This is an optimization exercise on Yosys and OpenROAD, whose aim is small area and few clock cycles per item, not a production implementation. RTL that was checked went through simulation tests only; none was proved equivalent to the original. Power is estimated from default activity; no workload was simulated.

==> run Y <==
==> flow/design.v (excerpt) <==
module barrier_basket_payoff #(
  parameter int unsigned MAX_ASSETS = bbp_pkg::MaxAssetsDefault,
  parameter int unsigned MAX_STEPS  = bbp_pkg::MaxStepsDefault
) (
  input  wire                                clk_i,
  input  wire                                rst_ni,
  input  wire                                cfg_we_i,
  input  wire  [bbp_pkg::CfgIdxW-1:0]        cfg_idx_i,
  input  wire  [bbp_pkg::CfgW-1:0]           cfg_data_i,
  input  wire                                s_axis_tvalid,
  output logic                               s_axis_tready,
  input  wire  [bbp_pkg::InDataW-1:0]        s_axis_tdata,
  input  wire                                s_axis_tuser,
  input  wire                                s_axis_tlast,
  output logic                               m_axis_tvalid,
  input  wire                                m_axis_tready,
  output logic [bbp_pkg::PriceW-1:0]         m_axis_tdata,
  ...
Settings: LEC_CHECK=0, CAP_MARGIN=20, CORE_MARGIN=2, CORE_UTILIZATION=40, CTS_BUF_LIST=sky130_fd_sc_hd__clkbuf_8 sky130_fd_sc_hd__clkbuf_16, CTS_CLUSTER_DIAMETER=100, CTS_CLUSTER_SIZE=30, SLEW_MARGIN=20, SYNTH_HIERARCHICAL=1, SYNTH_MINIMUM_KEEP_SIZE=0; clock period 10.0 ns.
run.sh (not shown) runs the stock make flow with config.mk's settings and CLKGATE_MAP_FILE= SYNTH_SCRIPT=/design/flow/synth_recipe.tcl, a recipe that flattens the netlist after the stock synthesis.
==> run R (differences from run Y) <==
- CTS_BUF_LIST: sky130_fd_sc_hd__clkbuf_8 sky130_fd_sc_hd__clkbuf_16 -> sky130_fd_sc_hd__clkbuf_4 sky130_fd_sc_hd__clkbuf_8
- CTS_CLUSTER_DIAMETER: 100 -> not set
- CTS_CLUSTER_SIZE: 30 -> not set
==> impl_metrics.env <==
export IMPL_final_cells=6250
export IMPL_p_comb_frac=0.134
export IMPL_wl_met2_um=72500
export IMPL_final_nonclk_buf_share=0.0484
export IMPL_fin_nets=4976
export IMPL_status="timing/DRC/antenna clean"
export IMPL_irDropWorstVdd_v=0.000141
[end of results for run Y]
==> impl_metrics.env <==
export IMPL_final_cells=6566
export IMPL_p_comb_frac=0.111
export IMPL_final_nonclk_buf_share=0.0462
export IMPL_status="timing/DRC/antenna clean"
[end of results for run R]
No functional check of the RTL was part of any run of this note.

* * *

==> job 2799: inputs <==
barrier_basket_payoff, a different RTL version from the one above (not shown whole).
clock: 10.0 ns
lec_check: 0
cap_margin: 20
core_margin: 2
core_utilization: 40
cts_buf_list: sky130_fd_sc_hd__clkbuf_8
cts_cluster_diameter: 70
cts_cluster_size: 20
slew_margin: 20
synth_hierarchical: 1
synth_minimum_keep_size: 0
standard.sh (not shown) runs the stock make flow with config.mk's settings and CLKGATE_MAP_FILE= SYNTH_SCRIPT=/design/flow/synth_recipe.tcl, a recipe that flattens the netlist after the stock synthesis.
==> flow/flow/run.sh <==
#!/bin/bash
# The standard layout (standard.sh) with two changes:
#  - after the standard synthesis, flow/downsize.tcl swaps the combinational
#    cells that synthesis sized up back to their _1 variants (same function
#    and pins); the layout's own repair steps size up what timing needs;
#  - every input and output port is buffered with buf_1 instead of the
#    default clkdlybuf4s50_1 (BUFFER_PORTS_ARGS).
# Each tool's output goes to a log file of its own in this folder.
set -euo pipefail
export BUFFER_PORTS_ARGS="-buffer_cell sky130_fd_sc_hd__buf_1"
R="orfs/results/${FLOW_PLATFORM}/barrier_basket_payoff/base"
bash standard.sh synth > make_synth.log 2>&1
ODB_IN="$R/1_synth.odb" ODB_OUT="$R/1_synth_small.odb" \
  openroad -no_init -exit flow/downsize.tcl > downsize.log 2>&1
mv "$R/1_synth_small.odb" "$R/1_synth.odb"
bash standard.sh > make_finish.log 2>&1
==> flow/flow/downsize.tcl <==
# Swap upsized combinational cells of the synthesized netlist to their _1
# variant (same function and pins); the layout's repair steps size them up
# again where timing needs it.
read_db $::env(ODB_IN)
set db [ord::get_db]
set block [[$db getChip] getBlock]
set n 0
foreach inst [$block getInsts] {
  set m [$inst getMaster]
  set name [$m getName]
  if {[regexp {^sky130_fd_sc_hd__(a22oi|a21oi|o21ai|nand2|nor2|xor2|xnor2|a22o|o22ai|a221oi|a211oi|and2|or2|nand3|nor3|and3|inv|buf|nor4|nand4|o21a|a21o)_([2-9]|1[0-9])$} $name -> base size]} {
    set new [$db findMaster sky130_fd_sc_hd__${base}_1]
    if {$new != "NULL"} {
      $inst swapMaster $new
      incr n
    }
  }
}
puts "downsized $n instances"
write_db $::env(ODB_OUT)
==> job 4487: changes against job 2799 <==
--- a/flow/config.mk
+++ b/flow/config.mk
@@ -8,8 +8,8 @@
 export CAP_MARGIN = 20
 export CORE_MARGIN = 2
-export CORE_UTILIZATION = 40
-export CTS_BUF_LIST = sky130_fd_sc_hd__clkbuf_8
-export CTS_CLUSTER_DIAMETER = 70
-export CTS_CLUSTER_SIZE = 20
+export CORE_UTILIZATION = 50
+export CTS_BUF_LIST = sky130_fd_sc_hd__clkbuf_8 sky130_fd_sc_hd__clkbuf_16
+export CTS_CLUSTER_DIAMETER = 100
+export CTS_CLUSTER_SIZE = 30
 export SLEW_MARGIN = 20
 export SYNTH_HIERARCHICAL = 1
==> job 6757: changes against job 2799 <==
==> flow/run.sh (new file) <==
#!/bin/bash
# synth_recipe.tcl (not shown) runs the flow's synth.tcl, then flattens the netlist and writes it again
# the make line also repeats each setting of config.mk as NAME=value (left out here)
make -C /OpenROAD-flow-scripts/flow DESIGN_CONFIG=/design/flow/config.mk WORK_HOME=/design/flow/orfs CLKGATE_MAP_FILE= SYNTH_SCRIPT=/design/flow/synth_recipe.tcl finish
--- a/flow/config.mk
+++ b/flow/config.mk
@@ -9,7 +9,7 @@
 export CORE_MARGIN = 2
 export CORE_UTILIZATION = 40
-export CTS_BUF_LIST = sky130_fd_sc_hd__clkbuf_8
-export CTS_CLUSTER_DIAMETER = 70
-export CTS_CLUSTER_SIZE = 20
+export CTS_BUF_LIST = sky130_fd_sc_hd__clkbuf_8 sky130_fd_sc_hd__clkbuf_16
+export CTS_CLUSTER_DIAMETER = 100
+export CTS_CLUSTER_SIZE = 30
 export SLEW_MARGIN = 20
 export SYNTH_HIERARCHICAL = 1
removed: flow/flow/run.sh
removed: flow/flow/downsize.tcl
removed: flow/standard.sh
==> notes.md <==
- In job 4487 the routed wire length is lower than in job 2799, by 1.3%.
- In job 2799 the cell count is higher than in job 6757, by about 0.4%.
- Count of clock-buffer cells in the layout is the same in job 6757 and job 4487.
- Of job 2799 and job 4487, job 4487 has the higher via count (gap 0.52%, measured against job 4487).
- In job 6757 the worst hold slack is worse than in job 2799, by 0.086 ns.
- The lowest fmax belongs to job 6757, the highest to job 4487.
- In flip-flop and latch count, job 2799 and job 4487 do not differ.
==> figures <==
| metric | job 4487 | job 2799 | job 6757 |
|---|---|---|---|
| Maximum cell stage delay along the critical path | 0.87 ns | 0.58 ns | 0.93 ns |
| Total global routing track utilization | 0.265 | 0.215 | 0.214 |
| Switching power | 2810 uW | 2910 uW | 2890 uW |
| Data arrival, critical path | 9.76 ns | 9.97 ns | 10.02 ns |
| Die extent in y | 327 um | 365 um | 370 um |
| Crit path time final | 9.17 ns | 9.26 ns | 9.39 ns |
| Critical path peak fanout | 16 | 29 | 16 |
| Status | finished clean | finished clean | finished clean |
| Buffers, non-clock | 293 | 295 | 299 |
| Average cell area after synthesis | 13.6 um^2 | 13.6 um^2 | 13.9 um^2 |
| Initial DRC Count | 4363 | 4532 | 4079 |
| Met1 track demand over resource | 0.382 | 0.305 | 0.305 |
| Achievable Freq | 0.109 GHz | 0.108 GHz | 0.107 GHz |
| Fraction of power consumed by combinational cells | 0.133 | 0.132 | 0.142 |
| Post-placement setup slack | 0.957 ns | 0.835 ns | 0.697 ns |
| Number of well-tap cells placed | 1380 | 1742 | 1768 |
Testbench counts of job 2799, summed over its fixed seeds: cycles 15,480, items 320.
Testbench counts of job 4487, summed over its fixed seeds: cycles 15,480, items 320.
Testbench counts of job 6757, summed over its fixed seeds: cycles 15,480, items 320.

==> port drivers added, routing unchanged <==
In the flow no input, the clock included, has a driving cell. The finished layouts below were timed again as built, in two steps.
Step 1 sets driving cells, clkbuf_16 on the clock port and buf_2 on the other inputs (assumed; they add their load-dependent delay and slew).
Step 2 adds t to the input delays and takes it off the output delays; t is the mean of the earliest and latest rising clock arrival at the registers after step 1. Input paths then give back, and output paths get back, about the clock's delay inside the block.
Three values: no drivers, after step 1, after step 2; two values: the first two.
run	t (ns)	setup WS [ns]	worst setup path after step 2	pins driven straight from the clock port
run Y	0.774	0.540 / 0.540 / 0.540	register to register	1
run R	0.986	0.596 / 0.596 / 0.596	register to register	1
job 2799	0.916	0.742 / 0.742 / 0.742	register to register	1
job 4487	0.783	0.827 / 0.827 / 0.827	register to register	1
job 6757	0.792	0.611 / 0.611 / 0.611	register to register	1
After both steps setup and hold are still met in every run listed.
